Context: an optimization exercise on an open-source flow, tuned for small area, a short achievable clock period and few clock cycles per item. The choices shown serve that exercise and are no tape-out recipe. RTL that was checked went through simulation tests only; none was proved equivalent to the original. Only the layout flow was run in run 7; the RTL was not checked for function there.

==> design/flow/design.v <==
package cc20_pkg;
	localparam int CFG_IDX_W = 3;
	localparam int CFG_DATA_W = 64;
	localparam logic [31:0] SIGMA0 = 32'h61707865;
	localparam logic [31:0] SIGMA1 = 32'h3320646e;
	localparam logic [31:0] SIGMA2 = 32'h79622d32;
	localparam logic [31:0] SIGMA3 = 32'h6b206574;
endpackage
module cc20_front
(
	input logic clk,
	input logic cfg_we,
	input logic [2:0] cfg_idx,
	input logic [63:0] cfg_wdata,
	output logic [255:0] key,
	output logic [95:0] nonce,
	output logic [31:0] init_ctr
);
	always_ff @(posedge clk) begin
		if (cfg_we) begin
			case (cfg_idx)
				3'd0: key[63:0] <= cfg_wdata;
				3'd1: key[127:64] <= cfg_wdata;
				3'd2: key[191:128] <= cfg_wdata;
				3'd3: key[255:192] <= cfg_wdata;
				3'd4: nonce[63:0] <= cfg_wdata;
				3'd5: nonce[95:64] <= cfg_wdata[31:0];
				3'd6: init_ctr <= cfg_wdata[31:0];
				default: ;
			endcase
		end
	end
endmodule
module cc20_add32
(
	input logic [31:0] a,
	input logic [31:0] b,
	output logic [31:0] s
);
	always_comb begin
		logic [31:0] g, p, g2, p2;
		g = a & b;
		p = a ^ b;
		for (int l = 0; l < 5; l++) begin
			g2 = g;
			p2 = p;
			for (int i = 0; i < 32; i++) begin
				if (i[l]) begin
					g2[i] = g[i] | (p[i] & g[((i >> l) << l) - 1]);
					p2[i] = p[i] & p[((i >> l) << l) - 1];
				end
			end
			g = g2;
			p = p2;
		end
		s = a ^ b ^ {g[30:0], 1'b0};
	end
endmodule
import cc20_pkg::*;
module cc20_quarter
(
	input logic [31:0] a,
	input logic [31:0] b,
	input logic [31:0] c,
	input logic [31:0] d,
	output logic [31:0] ao,
	output logic [31:0] bo,
	output logic [31:0] co,
	output logic [31:0] do_
);
	logic [31:0] a1, c1, s1, s2, s3, s4, d1, b1;
	cc20_add32 u_a1 (.a(a), .b(b), .s(a1));
	assign s1 = d ^ a1;
	assign d1 = {s1[15:0], s1[31:16]};
	cc20_add32 u_c1 (.a(c), .b(d1), .s(c1));
	assign s2 = b ^ c1;
	assign b1 = {s2[19:0], s2[31:20]};
	cc20_add32 u_a2 (.a(a1), .b(b1), .s(ao));
	assign s3 = d1 ^ ao;
	assign do_ = {s3[23:0], s3[31:24]};
	cc20_add32 u_c2 (.a(c1), .b(do_), .s(co));
	assign s4 = b1 ^ co;
	assign bo = {s4[24:0], s4[31:25]};
endmodule
module cc20_back
(
	input logic clk,
	input logic arst_n,
	input logic load,             
	input logic [31:0] load_ctr,
	input logic [255:0] key,
	input logic [95:0] nonce,
	input logic [31:0] ctr,       
	input logic [2:0] slot,
	output logic done,            
	output logic [63:0] ks
);
	logic [511:0] st_q;
	logic [511:0] init_c;
	logic [511:0] rnd;
	logic [127:0] q [4];
	logic [4:0] round_q;
	logic busy_q;
	logic [63:0] st_slot, in_slot;
	assign init_c = {nonce, load_ctr, key, SIGMA3, SIGMA2, SIGMA1, SIGMA0};
	for (genvar j = 0; j < 4; j++) begin : g_lane
		cc20_quarter u_q (
			.a(st_q[32*j +: 32]), .b(st_q[32*(4+j) +: 32]), .c(st_q[32*(8+j) +: 32]), .d(st_q[32*(12+j) +: 32]),
			.ao(q[j][31:0]), .bo(q[j][63:32]), .co(q[j][95:64]), .do_(q[j][127:96])
		);
	end
	always_comb begin
		for (int r = 0; r < 4; r++)
			for (int j = 0; j < 4; j++)
				rnd[32*(4*r+j) +: 32] = q[(r - j) & 3][32*r +: 32];
	end
	assign done = busy_q && round_q == 5'd19;
	always_ff @(posedge clk) begin
		if (load)
			st_q <= init_c;
		else if (busy_q)
			st_q <= rnd;
	end
	always_ff @(posedge clk or negedge arst_n) begin
		if (!arst_n) begin
			busy_q <= 1'b0;
			round_q <= '0;
		end else if (load) begin
			busy_q <= 1'b1;
			round_q <= '0;
		end else if (busy_q) begin
			round_q <= round_q + 5'd1;
			if (round_q == 5'd19)
				busy_q <= 1'b0;
		end
	end
	always_comb begin
		st_slot = st_q[{slot, 6'd0} +: 64];
		case (slot)
			3'd0: in_slot = {SIGMA1, SIGMA0};
			3'd1: in_slot = {SIGMA3, SIGMA2};
			3'd2: in_slot = key[63:0];
			3'd3: in_slot = key[127:64];
			3'd4: in_slot = key[191:128];
			3'd5: in_slot = key[255:192];
			3'd6: in_slot = {nonce[31:0], ctr};
			default: in_slot = nonce[95:32];
		endcase
	end
	cc20_add32 u_ff0 (.a(st_slot[31:0]), .b(in_slot[31:0]), .s(ks[31:0]));
	cc20_add32 u_ff1 (.a(st_slot[63:32]), .b(in_slot[63:32]), .s(ks[63:32]));
endmodule
import cc20_pkg::*;
module chacha20_stream_cipher
(
	input logic clk,
	input logic arst_n,
	input logic cfg_we,
	input logic [CFG_IDX_W-1:0] cfg_idx,
	input logic [CFG_DATA_W-1:0] cfg_wdata,
	input logic in_valid,
	output logic in_ready,
	input logic [68:0] in_payload,
	output logic out_valid,
	input logic out_ready,
	output logic [67:0] out_payload
);
	function automatic logic [63:0] byte_mask(input logic [3:0] cnt);
		logic [63:0] m;
		m = '0;
		for (int i = 0; i < 8; i++) begin
			if (cnt > 4'(i))
				m[i*8 +: 8] = 8'hff;
		end
		byte_mask = m;
	endfunction
	logic [255:0] key_q;
	logic [95:0] nonce_q;
	logic [31:0] init_ctr_q;
	logic [31:0] ctr_q;       
	logic [2:0] pos_q;        
	logic kv_q;               
	logic fresh_q;            
	logic gen_q;              
	logic out_valid_q;
	logic [67:0] out_q;
	logic done;
	logic [63:0] ks;
	logic load;
	logic [31:0] load_ctr;
	logic start_in;
	logic acc;
	logic out_free;
	logic want_start;
	cc20_front u_front (
		.clk(clk), .cfg_we(cfg_we), .cfg_idx(cfg_idx), .cfg_wdata(cfg_wdata),
		.key(key_q), .nonce(nonce_q), .init_ctr(init_ctr_q)
	);
	assign start_in = in_payload[4];
	assign out_free = !out_valid_q || out_ready;
	assign in_ready = kv_q && out_free && (!start_in || fresh_q);
	assign acc = in_valid && in_ready;
	assign want_start = in_valid && start_in && !fresh_q;
	assign load = !cfg_we && (want_start || (acc && pos_q == 3'd7));
	assign load_ctr = want_start ? init_ctr_q : ctr_q + 32'd1;
	cc20_back u_back (
		.clk(clk), .arst_n(arst_n), .load(load), .load_ctr(load_ctr), .key(key_q), .nonce(nonce_q),
		.ctr(ctr_q), .slot(pos_q), .done(done), .ks(ks)
	);
	always_ff @(posedge clk) begin
		if (load)
			ctr_q <= load_ctr;
		if (acc)
			out_q <= {(in_payload[68:5] ^ ks) & byte_mask(in_payload[3:0]), in_payload[3:0]};
	end
	always_ff @(posedge clk or negedge arst_n) begin
		if (!arst_n) begin
			pos_q <= '0;
			kv_q <= 1'b0;
			fresh_q <= 1'b0;
			gen_q <= 1'b0;
			out_valid_q <= 1'b0;
		end else begin
			if (cfg_we) begin
				kv_q <= 1'b0;
				fresh_q <= 1'b0;
				gen_q <= 1'b0;
			end else if (load) begin
				kv_q <= 1'b0;
				gen_q <= 1'b1;
				pos_q <= '0;
				fresh_q <= want_start;
			end else if (done) begin
				kv_q <= 1'b1;
				gen_q <= 1'b0;
			end else if (acc) begin
				pos_q <= pos_q + 3'd1;
				fresh_q <= 1'b0;
			end
			if (out_free)
				out_valid_q <= acc;
		end
	end
	assign out_valid = out_valid_q;
	assign out_payload = out_q;
endmodule
==> design/flow/flow/run.sh <==
#!/bin/bash
# Standard ORFS layout; repair_timing aims for extra setup slack so that the
# achieved clock period is shorter than the target period.
set -euo pipefail
bash standard.sh SETUP_SLACK_MARGIN=13 finish > standard_flow.log 2>&1
==> design/flow/standard.sh <==
#!/bin/bash
# synth_recipe.tcl (not shown) runs the flow's synth.tcl, then flattens the netlist and writes it again
# the make line also repeats each setting of config.mk as NAME=value (left out here)
make -C /OpenROAD-flow-scripts/flow DESIGN_CONFIG=/design/flow/config.mk WORK_HOME=/design/flow/orfs CLKGATE_MAP_FILE= SYNTH_SCRIPT=/design/flow/synth_recipe.tcl "${@:-finish}"
==> design/flow/config.mk <==
export PLATFORM = sky130hd
export DESIGN_NAME = chacha20_stream_cipher
export DESIGN_NICKNAME = chacha20_stream_cipher
export VERILOG_FILES = /design/flow/design.v
export SDC_FILE = /design/flow/constraint.sdc
export NUM_CORES = 4
export LEC_CHECK = 0
export CAP_MARGIN = 40
export CELL_PAD_IN_SITES_DETAIL_PLACEMENT = 0
export CELL_PAD_IN_SITES_GLOBAL_PLACEMENT = 1
export CORE_MARGIN = 2
export CORE_UTILIZATION = 35
export PLACE_DENSITY = 0.45
export SETUP_SLACK_MARGIN = 5
export SLEW_MARGIN = 40
==> design/flow/constraint.sdc <==
create_clock -name core_clock -period 24.0 [get_ports {clk}]
set_input_delay 4.8000 -clock core_clock [delete_from_list [all_inputs] [get_ports {clk}]]
set_output_delay 4.8000 -clock core_clock [all_outputs]
set_load 0.01 [all_outputs]
==> metrics.md, run 1 <==
| Metric | Value |
|---|---|
| Final worst path period share | `49.50%` |
| Initial antenna violation count | `88` |
| Total grt overflow | `0` |
| Average cell area after synthesis | `10.92 µm²` |
| CP bufs+invs | `9` |
| Fmax | `84.17 MHz` |
| Die Ht | `448.6 µm` |
| Critical path type | `flip-flop to flip-flop` |
| Syn nets | `7,117` |
| DIE AREA | `201,200 µm²` |
| Synth warn | `5` |
| Post-synth top area share | `37.67%` |
| CTS tree | `done` |
| CP Capture Type | `flip-flop` |
| CTS Buf Count | `133` |
| Routed WL per cell | `48.70 µm` |
| Horiz. Die Dim | `448.6 µm` |
| Uppermost layer routed | `met5` |
| Crit start category | `flip-flop` |
| Final Hold Violating Endpoints | `0` |
| Fin crit period | `11.88 ns` |
| M1 WL | `185.1 mm` |
| Non-Filler Instances | `9,802` |
| Worst slew pin tran | `1.169 ns` |
| Area leader, netlist | `edfxtp_1` |
| WL final | `477.4 mm` |
| FP Rows | `163` |
| CP dominant cell by count | `buf_4` |
| Commonest cells after routing, fill and taps aside | `edfxtp_1, nand2_1, ha_1` |
| RSZ-0062 raised after global routing | `yes` |
| Met3 wire len | `71.00 mm` |
| Ys flop type | `edfxtp_1` |
| WL met2 | `182.2 mm` |
| Clock skew | `0.03833 ns` |
| ANT nets after route | `0` |
| Yosys reg bits | `1,008` |
| PortBufs | `210` |
| CP arrival | `12.41 ns` |
| Most common cell after layout, fill and taps aside | `edfxtp_1` |
| Mapped Cells | `6,338` |
| Placed cell count | `9,121` |
| Clock latency on the worst-skew pair | `0.83 ns` |
| Outcome | `no timing/DRC/antenna violations` |
| Max-Cap Viols | `0` |
| Worst min path class | `flip-flop to flip-flop` |
| Largest net degree at the start of global routing | `148` |
| # hold bufs at CTS | `0` |
| Crit-path max FO | `5` |
| Reg clk slew, reported paths | `0.07 ns` |
| EDFF count, synth | `868` |
| Post-Route Setup TNS | `0 ns` |
| Post-Synthesis Cell Area | `69,190 µm²` |
| Detailed router's first-iteration violation count | `10,710` |
| First-pass GRT wire length | `602.9 mm` |
| Layout cells sized above 1 | `26.41%` |
| Netlist cell types | `84` |
| Max clock buf depth | `3` |
| CTS Sinks | `1,008` |
| Slew HR | `22.04%` |
| Placed wire-length estimate | `391.0 mm` |
| Crit path max-delay family | `compound AO/OA/AOI/OAI gates` |
| Initial core utilization | `35.15%` |
| Setup-failing EPs final | `0` |
| Max-slew violations | `0` |
| CP max-delay cell | `edfxtp_1` |
| Total track usage | `46.14%` |
| Remaining DRCs | `0` |
| Synth area leaders | `edfxtp_1, ha_1, xnor2_1, xor2_1, mux4_2` |
| Pre-antenna DRT Iters | `9` |
| Sequential area share after synthesis | `41.81%` |
| CTS H-tree depth | `4` |
| Fraction of registers with async set/reset | `1.190%` |
| Fin nets | `7,797` |
| Core Area | `196,800 µm²` |
| Placer Congestion | `1.141` |
| Vias post-DR | `63,010` |
| Vias in the first global route | `58,040` |
| Root buf cell | `clkbuf_16` |
| Boundary pin count | `211` |
| Largest stage delay on the critical path | `0.56 ns` |
| CP required | `24.53 ns` |
| Syn-to-layout area delta | `32.89%` |
| Vias/cell | `6.428` |
==> worst register-to-register path, delay by kind of cell, from the launching register on <==
kind	cells	cell delay (ns)
compound gates	26	5.74
xor+xnor	9	2.08
fa+ha+maj	4	1.21
buf+inv	9	1.57
flops	1	0.56
simple gates	4	0.47
==> metal layers <==
layer	up-vias	track usage, %
met5	-	1.539
met4	52	29.92
met3	1092	21.67
met2	4879	60.56
met1	32300	59.80
li1	24680	-
==> stage by stage <==
stage          cell area, µm²  hold slack [ns]  util (%)  setup WS (ns)
2_1_floorplan           69190           0.4442         -          13.74
3_3_place_gp            75310           0.4633     38.27          6.462
5_1_grt                 91880           0.4969     46.68          12.10
4_1_cts                 88080           0.4819     44.76          12.52
6_report                91940           0.4814     46.72          12.12
3_5_place_dp            77040           0.4659     39.15          7.668
==> final timing paths <==
| check | startpoint | end | slack, ns | depth (start not counted) |
|---|---|---|---|---|
| max in group asynchronous | arst_n | pos_q[1] | 19.19 | 1 |
| setup reg to reg | u_back.st_q[205] | u_back.st_q[227] | 12.12 | 52 |
| hold reg to reg | u_back.st_q[1] | u_back.st_q[1] | 0.48 | 2 |
| setup / recovery | u_back.st_q[205] | u_back.st_q[227] | 12.12 | 52 |
| hold / removal | u_back.st_q[1] | u_back.st_q[1] | 0.48 | 2 |
| min in group asynchronous | arst_n | out_valid_q | 4.37 | 1 |
==> area by class of cell <==
| cell class | count | area (µm²) |
|---|---|---|
| Clock inverter | 79 | 679.4 |
| Inverter | 206 | 802.0 |
| Timing Repair Buffer | 778 | 7207 |
| Multi-Input combinational cell | 4891 | 47300 |
| Antenna cell | 35 | 87.58 |
| Tap cell | 2640 | 3303 |
| Sequential cell | 1008 | 28940 |
| Fill cell | 18290 | 104900 |
| Clock buffer | 165 | 3617 |
==> logic make-up (layout without fill, tap and decap cells) <==
kind of cell / count (synthesis) / count (layout) / share of synthesized area (%)
XOR/XNOR: 1049 / 1049 / 13.76
adder cells (fa/ha/maj): 638 / 638 / 12.51
flip-flops: 1008 / 1008 / 41.81
buffers and inverters: 439 / 1228 / 2.382
AO/OA/AOI/OAI: 1522 / 1522 / 15.06
AND/OR/NAND/NOR: 1483 / 1483 / 9.268
multiplexers: 199 / 199 / 5.208
other: 0 / 35 / 0
==> state kept, by name (all words and copies together), names as in the netlist, 3 cells and up <==
signal,flops
out_q,68
u_front.nonce,96
u_back.round_q,5
ctr_q,32
u_back.st_q,512
u_front.init_ctr,32
u_front.key,256
pos_q,3
==> cell usage after synthesis (15+ instances only) <==
cell type	count
fa_1	90
o21bai_1	29
nor2b_1	41
mux4_2	128
xnor2_1	525
a222oi_1	59
nor2_1	417
and3_1	28
a22o_1	219
o21ai_0	296
ha_1	548
clkbuf_1	193
o211ai_1	37
nand2b_1	50
a31o_2	15
xnor3_1	17
o31ai_1	44
nand2_1	672
nand4_1	43
dfxtp_1	128
buf_1	40
a211oi_1	35
nand3_1	104
a21oi_1	312
a21o_1	196
and2_1	28
a31oi_1	85
mux2i_1	63
inv_1	203
edfxtp_1	868
o21a_1	57
xor2_1	499
nor3_1	48
==> timing repair <==
| item | in CTS | in global routing |
|---|---|---|
| endpoints found under the hold margin | 0 | 0 |
| pin swaps | 267 | 272 |
| setup endpoints to repair | 358 | 178 |
| resized for setup | 732 | 403 |
| setup buffers | 244 | 155 |
Testbench counts, summed over its fixed seeds: cycles 9,144, words 2,260.
==> inputs of run 2 (changes only) <==
--- a/design/flow/config.mk
+++ b/design/flow/config.mk
@@ -7,3 +7,3 @@
 export LEC_CHECK = 0
-export CAP_MARGIN = 40
+export CAP_MARGIN = 30
 export CELL_PAD_IN_SITES_DETAIL_PLACEMENT = 0
@@ -11,5 +11,5 @@
 export CORE_MARGIN = 2
-export CORE_UTILIZATION = 35
-export PLACE_DENSITY = 0.45
+export CORE_UTILIZATION = 55
+export PLACE_DENSITY = 0.65
 export SETUP_SLACK_MARGIN = 5
-export SLEW_MARGIN = 40
+export SLEW_MARGIN = 30
==> run 2 against run 1 <==
  * Cell count down 11%
  * Flip-flop and latch count unchanged
  * Area after synthesis unchanged
  * Clock-buffer cell count down 32
  * Still clean
==> metrics.md, run 2 <==
| Metric | Value |
|---|---|
| Netlist cell types | `84` |
| CTS Sinks | `1,008` |
| Post-synthesis compound-gate area fraction | `15.06%` |
| Clock latency on the worst-skew pair | `0.81 ns` |
| Reg2reg setup slack | `12.30 ns` |
| # hold bufs at CTS | `0` |
| Post-Route Setup TNS | `0 ns` |
| Main combinational cell family by area after synthesis | `compound AO/OA/AOI/OAI gates` |
| Critical path type | `flip-flop to flip-flop` |
| Post-synthesis simple-gate area fraction | `9.268%` |
| Worst slew pin tran | `1.376 ns` |
| Die Ht | `358.7 µm` |
| Mapped Cells | `6,338` |
| Max clock buf depth | `3` |
| Post-place setup slack | `8.675 ns` |
| Fin nets | `7,633` |
| Final Hold Violating Endpoints | `0` |
| Average cell area after synthesis | `10.92 µm²` |
| CP arrival | `12.27 ns` |
| Final core occ | `69.03%` |
| Met3 GRT Util | `45.13%` |
| Initial core utilization | `55.24%` |
| Post-synth top area share | `37.67%` |
| Placed wire-length estimate | `318.7 mm` |
| CP bufs+invs | `2` |
| Worst min path class | `flip-flop to flip-flop` |
| DIE AREA | `128,600 µm²` |
| Routed WL per cell | `46.75 µm` |
| Area share of fa/ha/maj cells after synthesis | `12.51%` |
| Vias/cell | `7.767` |
| Post-Synthesis Cell Area | `69,190 µm²` |
| Commonest cells after routing, fill and taps aside | `edfxtp_1, nand2_1, ha_1` |
| Yosys reg bits | `1,008` |
| Fin crit period | `11.70 ns` |
| Placer Congestion | `1.297` |
| Crit path max-delay family | `compound AO/OA/AOI/OAI gates` |
| WL final | `405.7 mm` |
| Clock skew | `0.04766 ns` |
| Area leader, netlist | `edfxtp_1` |
| PortBufs | `210` |
| CP max-delay cell | `xnor2_2` |
| Synth area leaders | `edfxtp_1, ha_1, xnor2_1, xor2_1, mux4_2` |
| Max-Cap Viols | `0` |
| Syn nets | `7,117` |
| Final worst path period share | `48.75%` |
| CTS Buf Count | `108` |
| Met1 global-route usage | `70.03%` |
| Largest register by flop count | `u_back.st_q` |
| Biggest regs | `u_back.st_q x512, u_front.key x256, u_front.nonce x96` |
| Top-count cell post-synth | `edfxtp_1` |
| Crit start category | `flip-flop` |
| Largest stage delay on the critical path | `0.64 ns` |
| GRT Max-Usage Layer | `met2` |
| Syn-to-layout area delta | `24.97%` |
| Post-route setup slack | `12.30 ns` |
| Boundary pin count | `211` |
| Detailed router's first-iteration violation count | `15,350` |
| Max-slew violations | `0` |
| Top post-synthesis cells by count | `edfxtp_1, nand2_1, ha_1` |
| Fmax | `85.48 MHz` |
| Synth warn | `5` |
| Ys flop type | `edfxtp_1` |
| EDFF count, synth | `868` |
| CP required | `24.57 ns` |
| Fraction of registers with async set/reset | `1.190%` |
| Pre-antenna DRT Iters | `20` |
| Core Area | `125,200 µm²` |
| Largest net degree at the start of global routing | `177` |
| Horiz. Die Dim | `358.7 µm` |
| Most common cell after layout, fill and taps aside | `edfxtp_1` |
| RSZ-0062 raised after global routing | `yes` |
| Total grt overflow | `0` |
| CTS tree | `done` |
| Reg clk slew, reported paths | `0.07 ns` |
| Synth Area in XOR/XNOR | `13.76%` |
| Total track usage | `60.98%` |
| Crit-path max FO | `5` |
| Layout cells sized above 1 | `22.14%` |
| Vias post-DR | `67,400` |
| Outcome | `no timing/DRC/antenna violations` |
| Remaining DRCs | `0` |
| Vias in the first global route | `57,090` |
| FP Rows | `130` |
| Initial antenna violation count | `82` |
| First-pass GRT wire length | `513.6 mm` |
| CP Capture Type | `flip-flop` |
| Met2 Track Usage GR | `74.20%` |
| Sequential area share after synthesis | `41.81%` |
| Max reg flops | `512` |
| CTS H-tree depth | `3` |
| Root buf cell | `clkbuf_16` |
| ANT nets after route | `0` |
| Post-synthesis mux area share | `5.208%` |
| Slew HR | `7.950%` |
| Setup-failing EPs final | `0` |
-- run 2: cell types whose count changed in the layout (fill, tap and decap cells not counted), sizes merged --
cell           change
clkinv            -17
buf              -147
inv                +7
clkdlybuf4s50      +9
bufinv             +3
clkinvlp           -1
clkbuf            -33
diode             +45
-- run 2: metrics by stage --
| stage | cells | instance area [µm²] | hold slack, ns |
|---|---|---|---|
| 3_3_place_gp | 8066 | 73520 | 0.4608 |
| 2_1_floorplan | 6338 | 69190 | 0.4442 |
| 6_report | 8678 | 86460 | 0.4859 |
| 3_5_place_dp | 8068 | 73770 | 0.4636 |
| 5_1_grt | 8621 | 86320 | 0.5109 |
| 4_1_cts | 8452 | 82240 | 0.4822 |
-- run 2: path summary, 6_finish.rpt --
| check | startpoint | end | cells past startpoint |
|---|---|---|---|
| worst max-delay path | u_back.st_q[205] | u_back.st_q[230] | 41 |
| worst max register to register | u_back.st_q[205] | u_back.st_q[230] | 41 |
| worst min-delay path | u_back.st_q[65] | u_back.st_q[65] | 2 |
| min in group asynchronous | arst_n | out_valid_q | 1 |
| max in group asynchronous | arst_n | pos_q[2] | 1 |
| worst min register to register | u_back.st_q[65] | u_back.st_q[65] | 2 |
-- run 2: per-layer routing --
metal	up-vias	wire length, µm
li1	24410	-
met1	32300	129800
met2	8176	140100
met3	2420	86000
met4	96	46570
met5	-	3171
-- run 2: repair_timing --
action | 4_1_cts | 5_1_grt
pin swaps | 169 | 258
setup buffers | 180 | 144
hold endpoints to repair | 0 | 0
setup endpoints to repair | 315 | 184
resized for setup | 525 | 434
-- run 2: worst min-delay path, stage by stage, from the launching register on --
cell	delay [ns]
dfxtp_1	0.32
o21ai_0	0.07
nand2_1	0.06
-- run 2: logic make-up after synthesis --
kind of cell,Yosys count
AND/OR/NAND/NOR,1483
multiplexers,199
adder cells (fa/ha/maj),638
AO/OA/AOI/OAI,1522
buffers and inverters,439
flip-flops,1008
XOR/XNOR,1049
-- run 2: final cells by class --
cell class / instances / area (µm²)
fill: 9387 / 38790
multi-input combinational: 4891 / 45010
tap: 1650 / 2064
antenna: 80 / 200.2
clock buffer: 133 / 2877
timing repair buffer: 639 / 5751
inverter: 206 / 800.8
clock inverter: 71 / 814.5
sequential: 1008 / 28940
==> inputs of run 3 (changes only) <==
==> design/flow/flow/run.sh (replaced) <==
#!/bin/bash
# Standard ORFS layout; repair_timing aims for extra setup slack so that the
# achieved clock period is shorter than the target period.
set -euo pipefail
bash standard.sh SETUP_SLACK_MARGIN=11.5 finish > standard_flow.log 2>&1
==> run 3 against run 2 <==
  * Still clean
  * Cell count shrank 2.8%
  * Flip-flop and latch count is the same
  * Clock-buffer cell count shrank 13
  * Synthesized cell count unchanged
  * Wire length shrank 2.1%
  * First-iteration DRC count shrank 1.9%
  * Via count shrank 3.9%
  * Die area did not move
  * Clock skew rose by 0.0028 ns
  * Maximum frequency decreased by 9.0%
==> metrics.md, run 3 <==
| Metric | Value |
|---|---|
| Commonest cells after routing, fill and taps aside | `edfxtp_1, nand2_1, ha_1` |
| CTS H-tree depth | `3` |
| Slew HR | `11.74%` |
| Horiz. Die Dim | `358.7 µm` |
| CP max-delay cell | `xnor2_1` |
| First-pass GRT wire length | `505.8 mm` |
| CP arrival | `13.43 ns` |
| Final worst path period share | `53.56%` |
| DIE AREA | `128,600 µm²` |
| Worst min path class | `flip-flop to flip-flop` |
| Post-route setup slack | `11.14 ns` |
| Top post-synthesis cells by count | `edfxtp_1, nand2_1, ha_1` |
| Worst slew pin tran | `1.324 ns` |
| EDFF count, synth | `868` |
| CP required | `24.57 ns` |
| Die Ht | `358.7 µm` |
| FP Rows | `130` |
| Syn nets | `7,117` |
| Final Hold Violating Endpoints | `0` |
| Top-count cell post-synth | `edfxtp_1` |
| Fin nets | `7,384` |
| CTS tree | `done` |
| Sequential area share after synthesis | `41.81%` |
| Setup-failing EPs final | `0` |
| Average cell area after synthesis | `10.92 µm²` |
| Filler cells | `9,887` |
| Remaining DRCs | `0` |
| Vias/cell | `7.677` |
| # hold bufs at CTS | `0` |
| WL final | `397.3 mm` |
| Boundary pin count | `211` |
| Fmax | `77.79 MHz` |
| Placed wire-length estimate | `318.2 mm` |
| Ys flop type | `edfxtp_1` |
| Placer Congestion | `1.317` |
| Mapped Cells | `6,338` |
| CTS Sinks | `1,008` |
| Vias in the first global route | `55,700` |
| Total grt overflow | `0` |
| Detailed router's first-iteration violation count | `15,060` |
| Largest net degree at the start of global routing | `174` |
| Total track usage | `60.15%` |
| Syn-to-layout area delta | `16.63%` |
| Largest stage delay on the critical path | `0.84 ns` |
| Max reg flops | `512` |
| Outcome | `no timing/DRC/antenna violations` |
| Clock latency on the worst-skew pair | `0.81 ns` |
| Pre-antenna DRT Iters | `20` |
| Clock skew | `0.05047 ns` |
| Vias post-DR | `64,790` |
| Routed WL per cell | `47.08 µm` |
| Core Area | `125,200 µm²` |
| Initial core utilization | `55.24%` |
| Post-Synthesis Cell Area | `69,190 µm²` |
| Max-Cap Viols | `0` |
| Netlist cell types | `84` |
| Yosys reg bits | `1,008` |
| Initial antenna violation count | `87` |
| Fin crit period | `12.86 ns` |
| Biggest regs | `u_back.st_q x512, u_front.key x256, u_front.nonce x96` |
| Fraction of registers with async set/reset | `1.190%` |
| Synth warn | `5` |
| Area leader, netlist | `edfxtp_1` |
| Max clock buf depth | `3` |
| Post-Route Setup TNS | `0 ns` |
| Crit-path max FO | `4` |
| Root buf cell | `clkbuf_16` |
| Reg clk slew, reported paths | `0.07 ns` |
| Most common cell after layout, fill and taps aside | `edfxtp_1` |
| Post-synth top area share | `37.67%` |
| ANT nets after route | `0` |
| Post-place setup slack | `8.436 ns` |
| CP Capture Type | `flip-flop` |
| Largest register by flop count | `u_back.st_q` |
| Synth area leaders | `edfxtp_1, ha_1, xnor2_1, xor2_1, mux4_2` |
| Layout cells sized above 1 | `12.74%` |
| Worst hold slack | `0.4804 ns` |
| Max-slew violations | `0` |
| CTS Buf Count | `110` |
| PortBufs | `210` |
| Crit start category | `flip-flop` |
| Critical path type | `flip-flop to flip-flop` |
| RSZ-0062 raised after global routing | `yes` |
| Final core occ | `64.43%` |
-- run 3: cell counts after synthesis --
Identical to the previous run, type by type.
-- run 3: metal layers --
layer / global-route usage (%) / vias to the layer above / part of all wire [%]
li1: - / 24030 / -
met4: 47.83 / 83 / 11
met3: 44.25 / 2139 / 21
met2: 73.06 / 7631 / 35
met1: 68.47 / 30900 / 32
met5: 14.81 / - / 0.62
-- run 3: worst paths after layout --
check / from / endpoint / slack [ns] / cells past startpoint
max: u_back.st_q[137] / u_back.st_q[163] / 11.14 / 44
min: u_back.st_q[33] / u_back.st_q[33] / 0.48 / 2
max reg2reg: u_back.st_q[137] / u_back.st_q[163] / 11.14 / 44
min reg2reg: u_back.st_q[33] / u_back.st_q[33] / 0.48 / 2
max in group asynchronous: arst_n / u_back.busy_q / 19.18 / 1
min in group asynchronous: arst_n / out_valid_q / 4.39 / 1
-- run 3: final cells by class --
class / instances / area [µm²] / area share (%)
clock buffers: 120 / 2821 / 3.497
inverters: 206 / 792.0 / 0.9815
multi-input cells: 4891 / 41020 / 50.83
diodes: 87 / 217.7 / 0.2698
clock inverters: 89 / 1092 / 1.354
flip-flops and latches: 1008 / 28940 / 35.87
well taps: 1650 / 2064 / 2.558
repair buffers: 388 / 3742 / 4.638
-- run 3: logic make-up (layout without fill, tap and decap cells) --
group / after synthesis / count (layout) / synth area share [%]
AO/OA/AOI/OAI: 1522 / 1522 / 15.06
XOR/XNOR: 1049 / 1049 / 13.76
adder cells (fa/ha/maj): 638 / 638 / 12.51
buffers and inverters: 439 / 803 / 2.382
flip-flops: 1008 / 1008 / 41.81
multiplexers: 199 / 199 / 5.208
other: 0 / 87 / 0
AND/OR/NAND/NOR: 1483 / 1483 / 9.268
-- run 3: timing repair --
item | in CTS | in global routing
endpoints found under the setup margin | 180 | 121
hold endpoints to repair | 0 | 0
gates resized for setup | 163 | 132
setup buffers | 36 | 35
pin swaps | 20 | 40
-- run 3: worst max-delay path, delay by kind of cell (launching register included) --
family / cells / cell delay (ns)
AOI/OAI and AO/OA: 24 / 5.91
buffers and inverters: 3 / 0.29
xor gates and xnor gates: 7 / 2.94
DFF: 1 / 0.47
adders and majority gates: 5 / 1.87
and+or+nand+nor: 5 / 1.13
-- run 3: stage by stage --
stage	cells	area, µm²
after floorplan	6338	69190
after global placement	8066	73520
after detailed placement	8071	73900
after CTS	8316	79140
after global routing	8384	80550
final	8439	80690
==> inputs of run 4 (changes only) <==
==> design/flow/flow/run.sh (replaced) <==
#!/bin/bash
# Standard ORFS layout; repair_timing aims for extra setup slack so that the
# achieved clock period is shorter than the target period.
set -euo pipefail
bash standard.sh SETUP_SLACK_MARGIN=14 finish > standard_flow.log 2>&1
--- a/design/flow/config.mk
+++ b/design/flow/config.mk
@@ -11,4 +11,4 @@
 export CORE_MARGIN = 2
-export CORE_UTILIZATION = 55
-export PLACE_DENSITY = 0.65
+export CORE_UTILIZATION = 45
+export PLACE_DENSITY = 0.55
 export SETUP_SLACK_MARGIN = 5
==> run 4 against run 3 <==
  * Clock-buffer cell count grew 10
  * Synthesized cell count did not move
  * Critical path type unchanged
  * Flip-flop and latch count unchanged
  * Cell count rose by 10%
  * Critical path depth up 1
  * Largest cell class unchanged
  * Final area grew 16%
  * Clock skew up 0.019 ns
==> metrics.md, run 4 <==
| Metric | Value |
|---|---|
| EDFF count, synth | `868` |
| Fin crit period | `11.70 ns` |
| Fin nets | `7,924` |
| Fraction of registers with async set/reset | `1.190%` |
| Syn-to-layout area delta | `35.35%` |
| Worst min path class | `flip-flop to flip-flop` |
| First-pass GRT wire length | `551.9 mm` |
| RSZ-0062 raised after global routing | `yes` |
| Horiz. Die Dim | `396.1 µm` |
| Fmax | `85.50 MHz` |
| Clock latency on the worst-skew pair | `0.83 ns` |
| Average cell area after synthesis | `10.92 µm²` |
| Detailed router's first-iteration violation count | `12,610` |
| DIE AREA | `156,900 µm²` |
| Post-place setup slack | `8.425 ns` |
| Vias post-DR | `65,570` |
| Initial core utilization | `45.44%` |
| Final worst path period share | `48.73%` |
| Largest stage delay on the critical path | `0.86 ns` |
| Pre-antenna DRT Iters | `13` |
| Boundary pin count | `211` |
| Largest net degree at the start of global routing | `208` |
| Initial antenna violation count | `59` |
| Syn nets | `7,117` |
| CP Capture Type | `flip-flop` |
| CTS H-tree depth | `3` |
| Synth area leaders | `edfxtp_1, ha_1, xnor2_1, xor2_1, mux4_2` |
| ANT nets after route | `0` |
| Vias/cell | `7.042` |
| CP dominant cell by count | `xor2_1` |
| Ys flop type | `edfxtp_1` |
| Sequential area share after synthesis | `41.81%` |
| Post-Route Setup TNS | `0 ns` |
| Vias in the first global route | `59,020` |
| Total grt overflow | `0` |
| Reg clk slew, reported paths | `0.06 ns` |
| CP arrival | `12.24 ns` |
| Placer Congestion | `1.159` |
| Post-synth top area share | `37.67%` |
| # hold bufs at CTS | `0` |
| Slew HR | `15.74%` |
| Largest register by flop count | `u_back.st_q` |
| CTS Sinks | `1,008` |
| PortBufs | `210` |
| Top-count cell post-synth | `edfxtp_1` |
| CP required | `24.54 ns` |
| Crit-path max FO | `4` |
| Final Hold Violating Endpoints | `0` |
| Critical path type | `flip-flop to flip-flop` |
| Biggest regs | `u_back.st_q x512, u_front.key x256, u_front.nonce x96` |
| Layout cells sized above 1 | `30.43%` |
| Post-Synthesis Cell Area | `69,190 µm²` |
| Commonest cells after routing, fill and taps aside | `edfxtp_1, nand2_1, buf_4` |
| Mapped Cells | `6,338` |
| Core Area | `152,300 µm²` |
| Setup-failing EPs final | `0` |
| Max clock buf depth | `3` |
| Max-slew violations | `0` |
| Netlist cell types | `84` |
| Placed wire-length estimate | `345.1 mm` |
| CP max-delay cell | `xor2_1` |
| Root buf cell | `clkbuf_16` |
| Die Ht | `396.1 µm` |
| Max reg flops | `512` |
| Yosys reg bits | `1,008` |
| Remaining DRCs | `0` |
| Crit start category | `flip-flop` |
| FP Rows | `143` |
| Post-route setup slack | `12.30 ns` |
| CTS tree | `done` |
| Top post-synthesis cells by count | `edfxtp_1, nand2_1, ha_1` |
| Most common cell after layout, fill and taps aside | `edfxtp_1` |
| Total track usage | `53.64%` |
| Routed WL per cell | `46.49 µm` |
| CTS Buf Count | `115` |
| WL final | `432.8 mm` |
| Clock skew | `0.06965 ns` |
| Max-Cap Viols | `0` |
| Outcome | `no timing/DRC/antenna violations` |
| Synth warn | `5` |
| Area leader, netlist | `edfxtp_1` |
| Worst slew pin tran | `1.264 ns` |
-- run 4: cell counts after synthesis --
Identical to the previous run, type by type.
-- run 4: area by class of cell --
cell class | count | area [µm²]
diodes | 41 | 102.6
clock buffers | 130 | 2934
clock inverters | 82 | 853.3
fillers | 12190 | 58620
inverters | 206 | 817.0
multi-input cells | 4891 | 48850
flip-flops and latches | 1008 | 28950
well taps | 2030 | 2540
repair buffers | 923 | 8596
-- run 4: worst paths after layout --
check | startpoint | cells after the start | to | slack (ns)
hold / removal | u_back.st_q[65] | 2 | u_back.st_q[65] | 0.49
setup reg to reg | u_back.st_q[192] | 45 | u_back.st_q[229] | 12.30
setup / recovery | u_back.st_q[192] | 45 | u_back.st_q[229] | 12.30
max in group asynchronous | arst_n | 1 | pos_q[1] | 19.26
hold reg to reg | u_back.st_q[65] | 2 | u_back.st_q[65] | 0.49
min in group asynchronous | arst_n | 1 | out_valid_q | 4.33
-- run 4: per-stage QoR --
step / hold slack, ns / util [%] / cells / instance area [µm²]
detailed placement: 0.4725 / 49.16 / 8483 / 74850
CTS: 0.4832 / 58.61 / 9079 / 89240
global placement: 0.4607 / 48.85 / 8480 / 74380
floorplan: 0.4442 / - / 6338 / 69210
global route: 0.5083 / 61.44 / 9272 / 93540
finish: 0.4902 / 61.50 / 9311 / 93640
-- run 4: logic make-up after synthesis --
kind of cell               share of synthesized area (%)
AOI/OAI and AO/OA                                  15.06
xor gates and xnor gates                           13.76
adders and majority gates                          12.51
buffers and inverters                              2.382
DFF                                                41.81
muxes                                              5.208
and+or+nand+nor                                    9.268
-- run 4: critical path: cells and delay by family, from the launching register on --
family                     cells  cell delay (ns)
AOI/OAI and AO/OA             19             4.64
buffers and inverters          7             1.09
xor gates and xnor gates       8             2.69
adders and majority gates      7             2.12
DFF                            1             0.36
and+or+nand+nor                4             0.46
-- run 4: routing by layer --
metal	part of all wire, %	GRT usage [%]	up-vias	routed length [µm]
met4	9.6	37.32	40	41660
met5	0.072	0	-	310
met2	37	68.58	6829	158800
li1	-	-	24930	-
met1	34	66.74	32300	148900
met3	19	31.04	1481	83150
-- run 4: timing repair --
action / 4_1_cts / 5_1_grt
setup buffers: 384 / 190
pin swaps: 474 / 385
endpoints found under the setup margin: 421 / 237
resized for setup: 1291 / 472
==> inputs of run 5 (changes only) <==
--- a/design/flow/design.v
+++ b/design/flow/design.v
@@ -194,2 +194,3 @@
 	logic want_start;
+	logic cfg_ctr;
 	cc20_front u_front (
@@ -203,4 +204,5 @@
 	assign want_start = in_valid && start_in && !fresh_q;
-	assign load = !cfg_we && (want_start || (acc && pos_q == 3'd7));
-	assign load_ctr = want_start ? init_ctr_q : ctr_q + 32'd1;
+	assign cfg_ctr = cfg_we && cfg_idx == 3'd6;
+	assign load = cfg_ctr || (!cfg_we && (want_start || (acc && pos_q == 3'd7)));
+	assign load_ctr = cfg_ctr ? cfg_wdata[31:0] : want_start ? init_ctr_q : ctr_q + 32'd1;
 	cc20_back u_back (
@@ -223,3 +225,3 @@
 		end else begin
-			if (cfg_we) begin
+			if (cfg_we && !cfg_ctr) begin
 				kv_q <= 1'b0;
@@ -231,3 +233,3 @@
 				pos_q <= '0;
-				fresh_q <= want_start;
+				fresh_q <= cfg_ctr || want_start;
 			end else if (done) begin
==> design/flow/flow/run.sh (replaced) <==
#!/bin/bash
# Standard ORFS layout; repair_timing aims for extra setup slack so that the
# achieved clock period is shorter than the target period.
set -euo pipefail
bash standard.sh SETUP_SLACK_MARGIN=13 finish > standard_flow.log 2>&1
--- a/design/flow/config.mk
+++ b/design/flow/config.mk
@@ -11,4 +11,4 @@
 export CORE_MARGIN = 2
-export CORE_UTILIZATION = 45
-export PLACE_DENSITY = 0.55
+export CORE_UTILIZATION = 55
+export PLACE_DENSITY = 0.65
 export SETUP_SLACK_MARGIN = 5
==> run 5 against run 4 <==
  * The layout now fails its checks (capacitance limit, slew limit)
  * Area after synthesis grew 1.2%
  * Maximum frequency shrank 3.9%
  * Setup slack lost 0.47 ns
  * Sequential share of layout area grew 2.4 points
  * Synthesized cell count grew 2.0%
  * Final area shrank 7.3%
  * Non-clock buffer count shrank 271
  * Die area shrank 17%
  * Cell count shrank 5.0%
  * Global-route usage grew 8.3 points
  * Critical path type unchanged
  * Critical endpoint is now u_back.st_q[218]
  * Highest routed layer unchanged
==> metrics.md, run 5 <==
| Metric | Value |
|---|---|
| Outcome | `failed layout checks` |
| Layout Check Fails | `capacitance limit, slew limit` |
| Netlist cell types | `102` |
| Crit-path max FO | `3` |
| CTS tree | `done` |
| Post-Route Setup TNS | `0 ns` |
| Synth warn | `5` |
| PortBufs | `210` |
| Max reg flops | `512` |
| Fraction of registers with async set/reset | `1.190%` |
| Clock skew | `0.08204 ns` |
| CP max-delay cell | `xor2_1` |
| Post-Synthesis Cell Area | `70,040 µm²` |
| CTS H-tree depth | `3` |
| Detailed router's first-iteration violation count | `16,210` |
| Largest stage delay on the critical path | `0.85 ns` |
| Reg clk slew, reported paths | `0.07 ns` |
| Cell area after placement | `74,730 µm²` |
| Vias/cell | `7.851` |
| Biggest regs | `u_back.st_q x512, u_front.key x256, u_front.nonce x96` |
| Critical R2R Launch | `u_back.st_q[224]` |
| Largest net degree at the start of global routing | `167` |
| Worst slew pin tran | `1.495 ns` |
| Fin crit period | `12.17 ns` |
| Mapped Cells | `6,465` |
| Boundary pin count | `211` |
| Max clock buf depth | `3` |
| # hold bufs at CTS | `0` |
| DIE AREA | `130,200 µm²` |
| Crit start category | `flip-flop` |
| Largest register by flop count | `u_back.st_q` |
| Core Area | `126,100 µm²` |
| Fmax | `82.18 MHz` |
| Yosys reg bits | `1,008` |
| RSZ-0062 raised after global routing | `yes` |
| Critical path type | `flip-flop to flip-flop` |
| ANT nets after route | `0` |
| Root buf cell | `clkbuf_16` |
| FP Rows | `130` |
| Max-Cap Viols | `1` |
| Most common cell after layout, fill and taps aside | `edfxtp_1` |
| Design area | `86,800 µm²` |
| EDFF count, synth | `868` |
| Vias post-DR | `69,410` |
| Worst hold slack | `0.4817 ns` |
| Initial antenna violation count | `95` |
| CP required | `24.51 ns` |
| Max-slew violations | `1` |
| Synth area leaders | `edfxtp_1, ha_1, xnor2_1, xor2_1, mux4_2` |
| Hold path start | `u_back.st_q[97]` |
| Ys flop type | `edfxtp_1` |
| Fin nets | `7,770` |
| Area leader, netlist | `edfxtp_1` |
| Top-count cell post-synth | `edfxtp_1` |
| Vias in the first global route | `59,710` |
| Placed wire-length estimate | `329.8 mm` |
| Pre-antenna DRT Iters | `23` |
| Reg2reg setup slack | `11.83 ns` |
| Min-Delay Path Depth | `2` |
| Layout cells sized above 1 | `21.42%` |
| Sequential area share after synthesis | `41.30%` |
| Horiz. Die Dim | `360.9 µm` |
| CP arrival | `12.68 ns` |
| CTS Sinks | `1,008` |
| CTS Buf Count | `111` |
| Remaining DRCs | `0` |
| Setup-failing EPs final | `0` |
| Die Ht | `360.9 µm` |
| Top post-synthesis cells by count | `edfxtp_1, nand2_1, ha_1` |
| First-pass GRT wire length | `533.3 mm` |
| CP dominant cell by count | `buf_6` |
| Final Hold Violating Endpoints | `0` |
| Syn nets | `7,244` |
| WL final | `420.0 mm` |
| Placer Congestion | `1.240` |
| Routed WL per cell | `47.50 µm` |
| Initial core utilization | `55.56%` |
| Post-synth top area share | `37.21%` |
| Average cell area after synthesis | `10.83 µm²` |
| Worst min path class | `flip-flop to flip-flop` |
| Syn-to-layout area delta | `23.92%` |
| Commonest cells after routing, fill and taps aside | `edfxtp_1, nand2_1, ha_1` |
| Hold endpoint | `u_back.st_q[97]` |
| Final worst path period share | `50.70%` |
| Slew HR | `-0.1606%` |
| Total grt overflow | `0` |
| Clock latency on the worst-skew pair | `0.84 ns` |
| CP Capture Type | `flip-flop` |
| Total track usage | `61.93%` |
| R2R Path End | `u_back.st_q[218]` |
| Worst r2r path cells | `45` |
[run 5: cell types whose count changed in the layout (fill, tap and decap cells not counted), sizes merged, moves of 15 or more]
cell   delta
a22o     +29
o21ai    +60
buf     -273
a21o     -34
nand2    +31
nand4    -15
or3      +17
xnor2    -25
diode    +63
[run 5: timing repair]
action | in CTS | in global routing
setup endpoints to repair | 270 | 214
gates resized for setup | 488 | 462
setup buffers | 166 | 163
pin swaps | 175 | 266
[run 5: how the worst max path moves through the flow]
stage               depth (start not counted)        startpoint          endpoint
detailed placement                         48  u_back.st_q[224]  u_back.st_q[198]
global placement                           47  u_back.st_q[128]  u_back.st_q[163]
finish                                     45  u_back.st_q[224]  u_back.st_q[218]
floorplan                                   8         out_ready  u_back.st_q[110]
CTS                                        52  u_back.st_q[224]  u_back.st_q[197]
global route                               51  u_back.st_q[224]  u_back.st_q[197]
[run 5: per-layer routing]
layer,up-vias,track usage (%),share of wire [%]
li1,24940,-,-
met1,33360,69.00,31
met2,8474,75.37,35
met3,2526,46.36,21
met4,108,48.33,12
met5,-,28.04,1.1
[run 5: critical path, delay by kind of cell, from the launching register on]
family	cells	cell delay, ns
AO/OA/AOI/OAI	16	3.48
adder cells (fa/ha/maj)	8	2.74
XOR/XNOR	6	2.36
AND/OR/NAND/NOR	6	1.75
buffers and inverters	9	0.98
flip-flops	1	0.49
[run 5: layout make-up]
type / count / area [µm²]
inverters: 214 / 824.5
clock inverters: 73 / 822.0
repair buffers: 652 / 5824
flip-flops and latches: 1008 / 28950
fillers: 9514 / 39260
multi-input cells: 5004 / 45140
clock buffers: 136 / 2922
well taps: 1650 / 2064
diodes: 104 / 260.3
[run 5: per-stage QoR]
step	cells	worst slack (ns)	utilization, %
floorplan	6465	13.58	-
global placement	8192	8.588	58.97
finish	8841	11.83	68.86
global route	8777	11.93	68.73
detailed placement	8197	8.857	59.28
CTS	8572	12.29	65.40
[run 5: kinds of logic after synthesis]
kind of cell	synth area share, %
compound gates	15.48
buf+inv	2.428
fa+ha+maj	12.36
flops	41.30
simple gates	9.745
xor+xnor	13.57
mux	5.113
Testbench counts of run 5, summed over its fixed seeds: cycles 9,060, words 2,260.
==> inputs of run 6 (changes only) <==
--- a/design/flow/config.mk
+++ b/design/flow/config.mk
@@ -7,3 +7,3 @@
 export LEC_CHECK = 0
-export CAP_MARGIN = 30
+export CAP_MARGIN = 40
 export CELL_PAD_IN_SITES_DETAIL_PLACEMENT = 0
@@ -11,5 +11,5 @@
 export CORE_MARGIN = 2
-export CORE_UTILIZATION = 55
-export PLACE_DENSITY = 0.65
+export CORE_UTILIZATION = 45
+export PLACE_DENSITY = 0.55
 export SETUP_SLACK_MARGIN = 5
-export SLEW_MARGIN = 30
+export SLEW_MARGIN = 40
==> run 6 against run 5 <==
  * Now clean on timing, DRC and antenna
  * Sequential share of layout area shrank 0.34 points
  * First-iteration DRC count shrank 23%
  * Core utilization down 12 points
  * Setup slack gained 0.14 ns
  * Clock-buffer cell count is 3 lower
==> metrics.md, run 6 <==
| Metric | Value |
|---|---|
| Vias/cell | `7.188` |
| Mapped Cells | `6,465` |
| Yosys reg bits | `1,008` |
| Detailed router's first-iteration violation count | `12,450` |
| Post-route setup slack | `11.98 ns` |
| Final worst path period share | `50.10%` |
| Horiz. Die Dim | `398.5 µm` |
| Worst slew pin tran | `1.057 ns` |
| Vias post-DR | `66,490` |
| Initial core utilization | `45.36%` |
| Initial antenna violation count | `107` |
| CP Capture Type | `flip-flop` |
| Reg clk slew, reported paths | `0.08 ns` |
| Commonest cells after routing, fill and taps aside | `edfxtp_1, nand2_1, ha_1` |
| Critical path type | `flip-flop to flip-flop` |
| CP required | `24.50 ns` |
| CP bufs+invs | `6` |
| Filler cells | `13,220` |
| CTS Sinks | `1,008` |
| # hold bufs at CTS | `0` |
| R2R Path End | `u_back.st_q[198]` |
| Clock latency on the worst-skew pair | `0.86 ns` |
| Worst hold slack | `0.4890 ns` |
| EDFF count, synth | `868` |
| Crit path from | `u_back.st_q[224]` |
| Total track usage | `54.63%` |
| Outcome | `no timing/DRC/antenna violations` |
| CTS Buf Count | `117` |
| Crit start category | `flip-flop` |
| Post-Route Setup TNS | `0 ns` |
| Fin nets | `7,798` |
| Final Hold Violating Endpoints | `0` |
| CP Capture Point | `u_back.st_q[198]` |
| RSZ-0062 raised after global routing | `yes` |
| Syn nets | `7,244` |
| Sequential area share after synthesis | `41.30%` |
| Slew HR | `29.04%` |
| Top-count cell post-synth | `edfxtp_1` |
| Core Area | `154,400 µm²` |
| Biggest regs | `u_back.st_q x512, u_front.key x256, u_front.nonce x96` |
| Reg2reg setup slack | `11.98 ns` |
| FP Rows | `144` |
| Met2 Track Usage GR | `67.29%` |
| Non-Filler Instances | `9,250` |
| Post-place setup slack | `8.815 ns` |
| Area leader, netlist | `edfxtp_1` |
| ANT nets after route | `0` |
| Max-slew violations | `0` |
| Fin crit period | `12.02 ns` |
| Vias in the first global route | `58,130` |
| Average cell area after synthesis | `10.83 µm²` |
| CP arrival | `12.53 ns` |
| Placed wire-length estimate | `357.3 mm` |
| CTS H-tree depth | `3` |
| Fmax | `83.17 MHz` |
| Pre-antenna DRT Iters | `12` |
| Max reg flops | `512` |
| DIE AREA | `158,800 µm²` |
| Max-Cap Viols | `0` |
| Crit-path max FO | `4` |
| Critical R2R Launch | `u_back.st_q[224]` |
| Syn-to-layout area delta | `25.22%` |
| Post-Synthesis Cell Area | `70,040 µm²` |
| Fraction of registers with async set/reset | `1.190%` |
| Met1 global-route usage | `65.55%` |
| Netlist cell types | `102` |
| Worst min path class | `flip-flop to flip-flop` |
| Synth warn | `5` |
| Post-synth top area share | `37.21%` |
| Largest register by flop count | `u_back.st_q` |
| Ys flop type | `edfxtp_1` |
| CP max-delay cell | `fa_1` |
| GRT Max-Usage Layer | `met2` |
| Largest net degree at the start of global routing | `165` |
| Clock skew | `0.09444 ns` |
| CP dominant cell by count | `buf_4` |
| Layout cells sized above 1 | `22.11%` |
| Worst r2r path cells | `41` |
| Boundary pin count | `211` |
| Met3 GRT Util | `36.98%` |
| Root buf cell | `clkbuf_16` |
| CTS tree | `done` |
| Placed cell count | `8,607` |
| Die Ht | `398.5 µm` |
| Routed WL per cell | `48.17 µm` |
| Total grt overflow | `0` |
| Placer Congestion | `1.185` |
| Crit path max-delay family | `compound AO/OA/AOI/OAI gates` |
| Most common cell after layout, fill and taps aside | `edfxtp_1` |
| Number of stages on the worst setup path | `41` |
| Setup-failing EPs final | `0` |
| Max clock buf depth | `3` |
| Largest stage delay on the critical path | `0.79 ns` |
| PortBufs | `210` |
| Top post-synthesis cells by count | `edfxtp_1, nand2_1, ha_1` |
| Synth area leaders | `edfxtp_1, ha_1, xnor2_1, xor2_1, mux4_2` |
| WL final | `445.6 mm` |
| Remaining DRCs | `0` |
| First-pass GRT wire length | `563.1 mm` |
==> run 6: area by class of cell <==
class                   instances  area, µm²  share of cell area (%)
clock inverters                90       1072                   1.223
diodes                         83      207.7                  0.2368
multi-input cells            5004      45200                   51.54
well taps                    2044       2557                   2.916
inverters                     214      828.3                  0.9444
clock buffers                 133       2988                   3.407
repair buffers                674       5902                   6.729
flip-flops and latches       1008      28950                   33.00
==> run 6: worst min path at each step <==
stage	endpoint	slack [ns]	from	depth (start not counted)
after floorplan	u_back.st_q[33]	0.44	u_back.st_q[33]	2
after detailed placement	u_back.st_q[1]	0.48	u_back.st_q[1]	2
after CTS	u_back.st_q[1]	0.48	u_back.st_q[1]	2
final	u_back.st_q[1]	0.49	u_back.st_q[1]	2
after global routing	u_back.st_q[1]	0.51	u_back.st_q[1]	2
after global placement	u_back.st_q[63]	0.47	u_back.st_q[63]	2
==> run 6: logic make-up (layout without fill, tap and decap cells) <==
family | Yosys count | in the layout | synth area share [%]
simple gates | 1561 | 1561 | 9.745
buf+inv | 453 | 1111 | 2.428
fa+ha+maj | 638 | 638 | 12.36
other cells | 0 | 83 | 0
compound gates | 1580 | 1580 | 15.48
xor+xnor | 1028 | 1028 | 13.57
mux | 197 | 197 | 5.113
flops | 1008 | 1008 | 41.30
==> run 6: worst register-to-register path, delay by kind of cell, from the launching register on <==
| kind | cells | cell delay (ns) |
|---|---|---|
| fa+ha+maj | 7 | 3.00 |
| simple gates | 7 | 1.31 |
| flops | 1 | 0.40 |
| xor+xnor | 7 | 2.49 |
| buf+inv | 6 | 0.74 |
| compound gates | 14 | 3.77 |
==> run 6: repair_timing <==
action	CTS	global route
resized for setup	521	345
setup endpoints to repair	273	193
gates cloned	0	0
setup buffers	192	142
pin swaps	201	204
hold endpoints to repair	0	0
==> run 6: metal layers <==
metal	share of wire (%)	wire length (µm)
met3	20	87070
met4	9.3	41370
met1	34	153400
met5	0.52	2326
met2	36	161400
==> run 6: per-stage QoR <==
stage | instance area (µm²) | util [%]
after floorplan | 70040 | -
after global placement | 75020 | 48.58
after detailed placement | 75870 | 49.14
after CTS | 84260 | 54.57
after global routing | 87540 | 56.69
final | 87710 | 56.80
==> inputs of run 7 (changes only) <==
--- a/design/flow/design.v
+++ b/design/flow/design.v
@@ -183,5 +183,7 @@
 	logic fresh_q;            
-	logic gen_q;              
 	logic out_valid_q;
 	logic [67:0] out_q;
+	logic sk_valid_q;         
+	logic sk_raw_q;           
+	logic [67:0] sk_q;
 	logic done;
@@ -191,6 +193,8 @@
 	logic start_in;
-	logic acc;
+	logic acc, acc_raw, cook;
 	logic out_free;
 	logic want_start;
-	logic cfg_ctr;
+	logic [63:0] x_data;
+	logic [3:0] x_cnt;
+	logic [67:0] cooked;
 	cc20_front u_front (
@@ -201,8 +205,9 @@
 	assign out_free = !out_valid_q || out_ready;
-	assign in_ready = kv_q && out_free && (!start_in || fresh_q);
+	assign in_ready = kv_q && !sk_valid_q;
 	assign acc = in_valid && in_ready;
-	assign want_start = in_valid && start_in && !fresh_q;
-	assign cfg_ctr = cfg_we && cfg_idx == 3'd6;
-	assign load = cfg_ctr || (!cfg_we && (want_start || (acc && pos_q == 3'd7)));
-	assign load_ctr = cfg_ctr ? cfg_wdata[31:0] : want_start ? init_ctr_q : ctr_q + 32'd1;
+	assign acc_raw = acc && start_in && !fresh_q;
+	assign cook = sk_valid_q && sk_raw_q && kv_q;
+	assign want_start = (in_valid && start_in && !fresh_q && !sk_valid_q) || (sk_raw_q && !fresh_q);
+	assign load = !cfg_we && (want_start || ((acc && !acc_raw) || cook) && pos_q == 3'd7);
+	assign load_ctr = want_start ? init_ctr_q : ctr_q + 32'd1;
 	cc20_back u_back (
@@ -211,2 +216,5 @@
 	);
+	assign x_data = sk_raw_q ? sk_q[67:4] : in_payload[68:5];
+	assign x_cnt = sk_raw_q ? sk_q[3:0] : in_payload[3:0];
+	assign cooked = {(x_data ^ ks) & byte_mask(x_cnt), x_cnt};
 	always_ff @(posedge clk) begin
@@ -214,4 +222,6 @@
 			ctr_q <= load_ctr;
-		if (acc)
-			out_q <= {(in_payload[68:5] ^ ks) & byte_mask(in_payload[3:0]), in_payload[3:0]};
+		if (out_free)
+			out_q <= (sk_valid_q && !sk_raw_q) ? sk_q : cooked;
+		if (!sk_valid_q || cook)
+			sk_q <= acc_raw ? {in_payload[68:5], in_payload[3:0]} : cooked;
 	end
@@ -222,18 +232,16 @@
 			fresh_q <= 1'b0;
-			gen_q <= 1'b0;
 			out_valid_q <= 1'b0;
+			sk_valid_q <= 1'b0;
+			sk_raw_q <= 1'b0;
 		end else begin
-			if (cfg_we && !cfg_ctr) begin
+			if (cfg_we) begin
 				kv_q <= 1'b0;
 				fresh_q <= 1'b0;
-				gen_q <= 1'b0;
 			end else if (load) begin
 				kv_q <= 1'b0;
-				gen_q <= 1'b1;
 				pos_q <= '0;
-				fresh_q <= cfg_ctr || want_start;
+				fresh_q <= want_start;
 			end else if (done) begin
 				kv_q <= 1'b1;
-				gen_q <= 1'b0;
-			end else if (acc) begin
+			end else if ((acc && !acc_raw) || cook) begin
 				pos_q <= pos_q + 3'd1;
@@ -242,3 +250,12 @@
 			if (out_free)
-				out_valid_q <= acc;
+				out_valid_q <= (sk_valid_q && !sk_raw_q) || cook || (acc && !acc_raw);
+			if (acc && (acc_raw || !out_free)) begin
+				sk_valid_q <= 1'b1;
+				sk_raw_q <= acc_raw;
+			end else if (cook) begin
+				sk_valid_q <= !out_free;
+				sk_raw_q <= 1'b0;
+			end else if (out_free && !sk_raw_q) begin
+				sk_valid_q <= 1'b0;
+			end
 		end
==> design/flow/flow/run.sh (replaced) <==
#!/bin/bash
# Standard ORFS layout; repair_timing aims for extra setup slack so that the
# achieved clock period is shorter than the target period.
set -euo pipefail
bash standard.sh SETUP_SLACK_MARGIN=15 finish > standard_flow.log 2>&1
--- a/design/flow/config.mk
+++ b/design/flow/config.mk
@@ -11,4 +11,4 @@
 export CORE_MARGIN = 2
-export CORE_UTILIZATION = 45
-export PLACE_DENSITY = 0.55
+export CORE_UTILIZATION = 35
+export PLACE_DENSITY = 0.45
 export SETUP_SLACK_MARGIN = 5
==> run 7 against run 6 <==
  * First-iteration DRC count shrank 13%
  * Largest cell class unchanged
  * Synthesized cell count increased by 7.2%
  * Sequential share of layout area fell by 2.3 points
  * Register-to-register slack got worse by 0.50 ns
  * Flip-flop and latch count increased by 70
  * Hold slack worse by 0.0051 ns
  * Critical endpoint is now u_back.st_q[230]
  * Maximum frequency fell by 4.0%
  * Still clean on timing, DRC and antenna
==> metrics.md, run 7 <==
| Metric | Value |
|---|---|
| Outcome | `no timing/DRC/antenna violations` |
| CTS Sinks | `1,078` |
| Hold endpoint | `u_back.st_q[97]` |
| Critical R2R Launch | `u_back.st_q[195]` |
| Most common cell after layout, fill and taps aside | `edfxtp_1` |
| WL met2 | `212.8 mm` |
| Biggest regs | `u_back.st_q x512, u_front.key x256, u_front.nonce x96` |
| DIE AREA | `216,700 µm²` |
| Cell area after placement | `82,500 µm²` |
| Largest stage delay on the critical path | `0.70 ns` |
| CP dominant cell by count | `a21oi_4` |
| CTS H-tree depth | `4` |
| Placer Congestion | `1.128` |
| Met3 wire len | `63.21 mm` |
| Post-Route Setup TNS | `0 ns` |
| Crit start category | `flip-flop` |
| PortBufs | `210` |
| First-pass GRT wire length | `665.1 mm` |
| Total track usage | `47.51%` |
| R2R Path End | `u_back.st_q[230]` |
| Synth warn | `5` |
| CP arrival | `13.09 ns` |
| Max-slew violations | `0` |
| Remaining DRCs | `0` |
| Syn nets | `7,709` |
| Max reg flops | `512` |
| Final Hold Violating Endpoints | `0` |
| Final worst path period share | `52.19%` |
| Top post-synthesis cells by count | `nand2_1, edfxtp_1, ha_1` |
| Routed WL per cell | `49.15 µm` |
| Reg area | `31,040 µm²` |
| Netlist cell types | `94` |
| Min-Delay Path Depth | `2` |
| Reg2reg setup slack | `11.47 ns` |
| Sequential area share after synthesis | `41.61%` |
| Fmax | `79.84 MHz` |
| Vias post-DR | `69,710` |
| Synth area leaders | `edfxtp_1, ha_1, xor2_1, xnor2_1, nand2_1` |
| M1 WL | `185.2 mm` |
| Area leader, netlist | `edfxtp_1` |
| Fin nets | `8,524` |
| RSZ-0062 raised after global routing | `yes` |
| CP bufs+invs | `7` |
| Slew HR | `25.27%` |
| Average cell area after synthesis | `10.76 µm²` |
| Pre-antenna DRT Iters | `9` |
| CTS Buf Count | `141` |
| Ys flop type | `edfxtp_1` |
| Die Ht | `465.5 µm` |
| Mapped Cells | `6,930` |
| Reg clk slew, reported paths | `0.06 ns` |
| Total grt overflow | `0` |
| FP Rows | `169` |
| Clock latency on the worst-skew pair | `0.86 ns` |
| Detailed router's first-iteration violation count | `10,880` |
| Post-Synthesis Cell Area | `74,540 µm²` |
| Largest net degree at the start of global routing | `128` |
| ANT nets after route | `0` |
| # hold bufs at CTS | `0` |
| Vias in the first global route | `63,900` |
| Area of the multi-input gates | `51,920 µm²` |
| Hold path start | `u_back.st_q[97]` |
| Setup-failing EPs final | `0` |
| Clock skew | `0.07555 ns` |
| Worst slew pin tran | `1.121 ns` |
| Post-synth top area share | `37.71%` |
| Vias/cell | `6.489` |
| Top-count cell post-synth | `nand2_1` |
| Crit-path max FO | `6` |
| CTS tree | `done` |
| Initial core utilization | `35.18%` |
| Fin crit period | `12.53 ns` |
| Max clock buf depth | `3` |
| Max-Cap Viols | `0` |
| Filler cells | `19,410` |
| Design area | `101,000 µm²` |
| EDFF count, synth | `936` |
| WL final | `527.9 mm` |
| Placed wire-length estimate | `421.3 mm` |
| Critical path type | `flip-flop to flip-flop` |
| Root buf cell | `clkbuf_16` |
| Horiz. Die Dim | `465.5 µm` |
| Initial antenna violation count | `84` |
| Commonest cells after routing, fill and taps aside | `edfxtp_1, nand2_1, buf_4` |
| Layout cells sized above 1 | `29.24%` |
| Worst r2r path cells | `49` |
| Uppermost layer routed | `met5` |
| Largest register by flop count | `u_back.st_q` |
| Crit path max-delay family | `compound AO/OA/AOI/OAI gates` |
| Worst min path class | `flip-flop to flip-flop` |
| Yosys reg bits | `1,078` |
| Boundary pin count | `211` |
| Core Area | `211,900 µm²` |
| Syn-to-layout area delta | `35.48%` |
| CP max-delay cell | `fa_2` |
| CP required | `24.57 ns` |
| CP Capture Type | `flip-flop` |
| Fraction of registers with async set/reset | `1.299%` |
==> run 7: worst max path at each step <==
stage	endpoint	slack, ns	startpoint	cells past startpoint
floorplan	u_back.st_q[230]	14.18	u_back.st_q[192]	46
global placement	u_back.st_q[230]	8.10	u_back.st_q[197]	46
detailed placement	u_back.st_q[230]	8.80	u_back.st_q[197]	47
CTS	u_back.st_q[230]	11.52	u_back.st_q[194]	52
global route	u_back.st_q[230]	11.37	u_back.st_q[195]	50
finish	u_back.st_q[230]	11.47	u_back.st_q[195]	49
==> run 7: stage by stage <==
stage	setup WS (ns)	std cells	hold WS, ns	utilization, %
2_1_floorplan	14.18	6930	0.4442	-
3_3_place_gp	8.098	9847	0.4622	38.41
3_5_place_dp	8.804	9854	0.4731	38.94
4_1_cts	11.52	10510	0.4776	45.82
5_1_grt	11.37	10700	0.5093	47.61
6_report	11.47	10740	0.4839	47.67
==> run 7: tightest hold or removal path, delay by kind of cell (launching register included) <==
kind            cells  cell delay (ns)
compound gates      1             0.05
flops               1             0.31
simple gates        1             0.08
==> run 7: kinds of logic after synthesis <==
family / after synthesis / share of synthesized area (%)
AO/OA/AOI/OAI: 1623 / 14.74
XOR/XNOR: 1037 / 12.93
adder cells (fa/ha/maj): 638 / 11.62
buffers and inverters: 481 / 2.422
flip-flops: 1078 / 41.61
multiplexers: 323 / 6.612
AND/OR/NAND/NOR: 1750 / 10.07
==> run 7: repair_timing <==
item	in CTS	in global routing
setup buffers	403	159
resized for setup	1111	399
pin swaps	414	352
setup endpoints to repair	449	362
==> run 7: layout make-up <==
type                    count  area share [%]
multi-input cells        5371           51.41
flip-flops and latches   1078           30.74
repair buffers            943           8.733
clock buffers             177           3.832
well taps                2821           3.495
inverters                 210          0.8214
clock inverters            79          0.8189
diodes                     63          0.1561
==> run 7: metal layers <==
layer	vias to the layer above	global-route usage (%)
li1	27060	-
met5	-	0
met4	16	46.55
met2	5627	66.84
met1	35370	55.97
met3	1637	15.89

what the ideal ports hide:
No port has a modelled driver above. Below, the same layouts with a new extraction and two added sets of constraints.
Step 1, drivers: a clkbuf_16 drives clk and a buf_2 each remaining input, both assumed.
Step 2 also shifts input and output timing later by t, the mid clock arrival at the registers, as if the neighbouring blocks saw the same clock.
Slacks: ideal / step 1 / step 2; pairs: ideal / step 1.
run	t, ns	setup slack, ns	hold slack, ns	slew at the worst register clock pin (ns)
run 1	0.901	12.120 / 12.120 / 12.120	0.481 / 0.481 / 0.481	0.07 / 0.07
run 2	0.882	12.301 / 12.301 / 12.136	0.486 / 0.486 / 0.486	0.08 / 0.08
run 3	0.871	11.145 / 11.145 / 11.145	0.480 / 0.480 / 0.480	0.08 / 0.08
run 4	0.886	12.305 / 12.305 / 12.305	0.490 / 0.490 / 0.490	0.07 / 0.07
run 5	0.883	11.832 / 11.832 / 11.832	0.482 / 0.482 / 0.482	0.08 / 0.08
run 6	0.903	11.976 / 11.976 / 11.976	0.489 / 0.489 / 0.489	0.08 / 0.08
run 7	0.913	11.475 / 11.475 / 11.475	0.484 / 0.484 / 0.484	0.08 / 0.08
The setup slack of run 2, which loses most, moves by 0.000 ns with the drivers and by -0.165 ns with both steps.
